This is an optimization exercise on Yosys and OpenROAD, whose aim is small area and a short achievable clock period, not a production implementation.

T:
==> module aes_round_core, before the edit <==
module aes_round_core (
	input logic i_clk,
	input logic i_rst,
	input logic i_valid,
	input logic i_decrypt,
	input logic i_skip_mix,
	input aes_gf_pkg::aes_state_t i_state,
	output logic o_valid,
	output aes_gf_pkg::aes_state_t o_state
);
	localparam int BW = 8;
	localparam bit CUT_IN0 = 1'b0;
	localparam bit CUT_IN = 1'b1;
	localparam bit CUT_MID = 1'b0;
	localparam bit CUT_INV = 1'b1;
	localparam bit CUT_OUT = 1'b0;
	localparam int N_SB = int'(CUT_IN) + int'(CUT_MID) + int'(CUT_INV) + int'(CUT_OUT);
	aes_gf_pkg::aes_state_t state_0;
	aes_round_pkg::round_ctrl_t ctrl_0;
	generate
		if (CUT_IN0) begin : g_cut_in0
			always_ff @(posedge i_clk) begin
				state_0 <= i_state;
				ctrl_0.decrypt <= i_decrypt;
				ctrl_0.skip_mix <= i_skip_mix;
				if (i_rst)
					ctrl_0.valid <= 1'b0;
				else
					ctrl_0.valid <= i_valid;
			end
		end else begin : g_pass_in0
			assign state_0 = i_state;
			assign ctrl_0.decrypt = i_decrypt;
			assign ctrl_0.skip_mix = i_skip_mix;
			assign ctrl_0.valid = i_valid & ~i_rst;
		end
	endgenerate
	aes_gf_pkg::aes_state_t src_fwd;
	aes_gf_pkg::aes_state_t src_inv;
	aes_gf_pkg::aes_state_t lane_bytes;
	aes_row_shifter u_shifter (
		.i_state(state_0),
		.o_fwd(src_fwd),
		.o_inv(src_inv)
	);
	for (genvar k = 0; k < 16; k++)
	begin : g_lane
		aes_sbox_lane #(
			.CUT_IN(CUT_IN),
			.CUT_MID(CUT_MID),
			.CUT_INV(CUT_INV),
			.CUT_OUT(CUT_OUT)
		) u_lane (
			.i_clk(i_clk),
			.i_decrypt(ctrl_0.decrypt),
			.i_byte_enc(src_fwd[(16-1-k)*BW +: BW]),
			.i_byte_dec(src_inv[(16-1-k)*BW +: BW]),
			.o_byte(lane_bytes[(16-1-k)*BW +: BW])
		);
	end
	aes_round_pkg::round_ctrl_t ctrl_d [N_SB+1];
	assign ctrl_d[0] = ctrl_0;
	for (genvar i = 0; i < N_SB; i++)
	begin : g_ctrl
		always_ff @(posedge i_clk) begin
			ctrl_d[i+1].decrypt <= ctrl_d[i].decrypt;
			ctrl_d[i+1].skip_mix <= ctrl_d[i].skip_mix;
			if (i_rst)
				ctrl_d[i+1].valid <= 1'b0;
			else
				ctrl_d[i+1].valid <= ctrl_d[i].valid;
		end
	end
	aes_gf_pkg::aes_state_t mixed;
	aes_column_mixer u_mixer (
		.i_decrypt(ctrl_d[N_SB].decrypt),
		.i_skip_mix(ctrl_d[N_SB].skip_mix),
		.i_bytes(lane_bytes),
		.o_state(mixed)
	);
	always_ff @(posedge i_clk)
	begin
		o_state <= mixed;
		if (i_rst)
			o_valid <= 1'b0;
		else
			o_valid <= ctrl_d[N_SB].valid;
	end
endmodule
make LEC_CHECK=0 CAP_MARGIN=20 CORE_MARGIN=2 CORE_UTILIZATION=40 SETUP_SLACK_MARGIN=2.5 SLEW_MARGIN=20 finish   # period 5.5 ns
run.sh (not shown) runs the stock make flow with config.mk's settings and CLKGATE_MAP_FILE= SYNTH_SCRIPT=/design/flow/synth_recipe.tcl, a recipe that flattens the netlist after the stock synthesis.
Relative to T, the following input files were edited for P:
--- a/flow/design.v
+++ b/flow/design.v
@@ -276,10 +276,10 @@
 	output aes_gf_pkg::aes_state_t o_state
 );
 	localparam int BW = 8;
 	localparam bit CUT_IN0 = 1'b0;
-	localparam bit CUT_IN = 1'b1;
-	localparam bit CUT_MID = 1'b0;
+	localparam bit CUT_IN = 1'b0;
+	localparam bit CUT_MID = 1'b1;
 	localparam bit CUT_INV = 1'b1;
 	localparam bit CUT_OUT = 1'b0;
 	localparam int N_SB = int'(CUT_IN) + int'(CUT_MID) + int'(CUT_INV) + int'(CUT_OUT);
 	aes_gf_pkg::aes_state_t state_0;
- The final layout from P, which completed every stage, passed the timing, DRC and antenna checks at the end of the flow.
- P vs T: sequential share of layout area up in P
- Compared with T, in P final area went up; number of clock sinks went up; non-clock buffer total of the final layout went down; post-synthesis sequential area ratio went down.
No run of this note included a check of the RTL's function; only the layout flow was run.


Another version of the RTL of aes_round_core (not shown whole).
Size in the first run: roughly 6,000 cells after synthesis, ~49,000 um^2 of cells after synthesis.
==> flow/design.v (excerpt) <==
module aes_round_core (
	input logic i_clk,
	input logic i_rst,
	input logic i_valid,
	input logic i_decrypt,
	input logic i_skip_mix,
	input aes_gf_pkg::aes_state_t i_state,
	output logic o_valid,
	output aes_gf_pkg::aes_state_t o_state
);
clock: 5.5 ns
lec_check: 0
cap_margin: 20
core_margin: 2
core_utilization: 40
setup_slack_margin: 3.2
slew_margin: 20
Then changed:
--- a/flow/design.v
+++ b/flow/design.v
@@ -109,13 +109,12 @@
 		end
 	end
 endmodule
 module aes_sbox_lane #(
 	parameter bit CUT_IN = 1'b0,
 	parameter bit CUT_MID = 1'b0,
-	parameter bit CUT_D = 1'b0,
 	parameter bit CUT_INV = 1'b0,
 	parameter bit CUT_OUT = 1'b0
 ) (
 	input logic i_clk,
 	input logic i_decrypt,
 	input aes_gf_pkg::gf_byte_t i_byte_enc,
@@ -132,14 +131,12 @@
 	aes_gf_pkg::gf_byte_t in_q;
 	logic dec_1;
 	aes_gf_pkg::gf_nibble_t a, b, c;
 	aes_gf_pkg::gf_nibble_t a_q, b_q, c_q;
 	logic dec_2;
 	aes_gf_pkg::gf_nibble_t d;
-	aes_gf_pkg::gf_nibble_t a_r, b_r, d_r;
-	logic dec_2r;
 	aes_gf_pkg::gf_byte_t inv;
 	aes_gf_pkg::gf_byte_t inv_q;
 	logic dec_3;
 	logic [10:1] t;
 	aes_gf_pkg::gf_byte_t out_enc;
 	aes_gf_pkg::gf_byte_t out_dec;
@@ -196,37 +193,22 @@
 			assign b_q = b;
 			assign c_q = c;
 			assign dec_2 = dec_1;
 		end
 	endgenerate
 	assign d = aes_gf_pkg::gf4_inv(c_q);
-	generate
-		if (CUT_D) begin : g_cut_d
-			always_ff @(posedge i_clk) begin
-				a_r <= a_q;
-				b_r <= b_q;
-				d_r <= d;
-				dec_2r <= dec_2;
-			end
-		end else begin : g_pass_d
-			assign a_r = a_q;
-			assign b_r = b_q;
-			assign d_r = d;
-			assign dec_2r = dec_2;
-		end
-	endgenerate
-	assign inv = {aes_gf_pkg::gf4_mul(d_r, b_r), aes_gf_pkg::gf4_mul(d_r, a_r)};
+	assign inv = {aes_gf_pkg::gf4_mul(d, b_q), aes_gf_pkg::gf4_mul(d, a_q)};
 	generate
 		if (CUT_INV) begin : g_cut_inv
 			always_ff @(posedge i_clk) begin
 				inv_q <= inv;
-				dec_3 <= dec_2r;
+				dec_3 <= dec_2;
 			end
 		end else begin : g_pass_inv
 			assign inv_q = inv;
-			assign dec_3 = dec_2r;
+			assign dec_3 = dec_2;
 		end
 	endgenerate
 	assign t[1] = inv_q[7] ^ inv_q[3];
 	assign t[2] = inv_q[6] ^ inv_q[4];
 	assign t[3] = inv_q[6] ^ inv_q[0];
 	assign t[4] = inv_q[5] ~^ inv_q[3];
@@ -292,18 +274,17 @@
 	input aes_gf_pkg::aes_state_t i_state,
 	output logic o_valid,
 	output aes_gf_pkg::aes_state_t o_state
 );
 	localparam int BW = 8;
 	localparam bit CUT_IN0 = 1'b0;
-	localparam bit CUT_IN = 1'b1;
+	localparam bit CUT_IN = 1'b0;
 	localparam bit CUT_MID = 1'b1;
-	localparam bit CUT_D = 1'b0;
 	localparam bit CUT_INV = 1'b1;
-	localparam bit CUT_OUT = 1'b1;
-	localparam int N_SB = int'(CUT_IN) + int'(CUT_MID) + int'(CUT_D) + int'(CUT_INV) + int'(CUT_OUT);
+	localparam bit CUT_OUT = 1'b0;
+	localparam int N_SB = int'(CUT_IN) + int'(CUT_MID) + int'(CUT_INV) + int'(CUT_OUT);
 	aes_gf_pkg::aes_state_t state_0;
 	aes_round_pkg::round_ctrl_t ctrl_0;
 	generate
 		if (CUT_IN0) begin : g_cut_in0
 			always_ff @(posedge i_clk) begin
 				state_0 <= i_state;
@@ -331,50 +312,45 @@
 	);
 	for (genvar k = 0; k < 16; k++)
 	begin : g_lane
 		aes_sbox_lane #(
 			.CUT_IN(CUT_IN),
 			.CUT_MID(CUT_MID),
-			.CUT_D(CUT_D),
 			.CUT_INV(CUT_INV),
 			.CUT_OUT(CUT_OUT)
 		) u_lane (
 			.i_clk(i_clk),
 			.i_decrypt(ctrl_0.decrypt),
 			.i_byte_enc(src_fwd[(16-1-k)*BW +: BW]),
 			.i_byte_dec(src_inv[(16-1-k)*BW +: BW]),
 			.o_byte(lane_bytes[(16-1-k)*BW +: BW])
 		);
 	end
-	logic [N_SB:0] valid_d;
-	logic [N_SB:0] dec_d;
-	logic [N_SB:0] skip_d;
-	assign valid_d[0] = ctrl_0.valid;
-	assign dec_d[0] = ctrl_0.decrypt;
-	assign skip_d[0] = ctrl_0.skip_mix;
+	aes_round_pkg::round_ctrl_t ctrl_d [N_SB+1];
+	assign ctrl_d[0] = ctrl_0;
 	for (genvar i = 0; i < N_SB; i++)
 	begin : g_ctrl
 		always_ff @(posedge i_clk) begin
-			dec_d[i+1] <= dec_d[i];
-			skip_d[i+1] <= skip_d[i];
+			ctrl_d[i+1].decrypt <= ctrl_d[i].decrypt;
+			ctrl_d[i+1].skip_mix <= ctrl_d[i].skip_mix;
 			if (i_rst)
-				valid_d[i+1] <= 1'b0;
+				ctrl_d[i+1].valid <= 1'b0;
 			else
-				valid_d[i+1] <= valid_d[i];
+				ctrl_d[i+1].valid <= ctrl_d[i].valid;
 		end
 	end
 	aes_gf_pkg::aes_state_t mixed;
 	aes_column_mixer u_mixer (
-		.i_decrypt(dec_d[N_SB]),
-		.i_skip_mix(skip_d[N_SB]),
+		.i_decrypt(ctrl_d[N_SB].decrypt),
+		.i_skip_mix(ctrl_d[N_SB].skip_mix),
 		.i_bytes(lane_bytes),
 		.o_state(mixed)
 	);
 	always_ff @(posedge i_clk)
 	begin
 		o_state <= mixed;
 		if (i_rst)
 			o_valid <= 1'b0;
 		else
-			o_valid <= valid_d[N_SB];
+			o_valid <= ctrl_d[N_SB].valid;
 	end
 endmodule
What happened: First-iteration DRC count shrinks by 4.2%. Worst setup slack loses 0.45 ns. Register-to-register slack gets better by 0.11 ns. Die area went down by 17%. Clock skew shrinks by 0.0042 ns. Via count went down by 3.1%. Final area went down by 4.5%. Routed wire length drops by 4.8%. Utilization is higher by 6.8 points. Count of clock-buffer cells in the layout drops by 34.
No run of this note included a check of the RTL's function; only the layout flow was run.

==> port drivers added, routing unchanged <==
No port has a modelled driver above. Below, the same layouts with a new extraction and two added sets of constraints.
Step 1 assumes that a clkbuf_16 drives the clock port and a buf_2 every other input.
Step 2 adds t to the input delays and takes it off the output delays; t is the mean of the earliest and latest rising clock arrival at the registers after step 1. Input paths then give back, and output paths get back, about the clock's delay inside the block.
Three values: ideal ports, drivers, drivers and shift; two values: the first two.
run	t, ns	setup slack, ns	cell pins on the clock port's net
T	0.639	2.512 / 2.512 / 2.260	1
P	0.714	2.556 / 2.486 / 1.773	1
the first run of note 2	0.737	3.238 / 3.162 / 2.552	1
the second run of note 2	0.708	2.787 / 2.636 / 1.928	1
After both steps setup and hold are still met in every run listed. The setup slack of the second run of note 2, which loses most, moves by -0.151 ns with the drivers and by -0.859 ns with both steps.
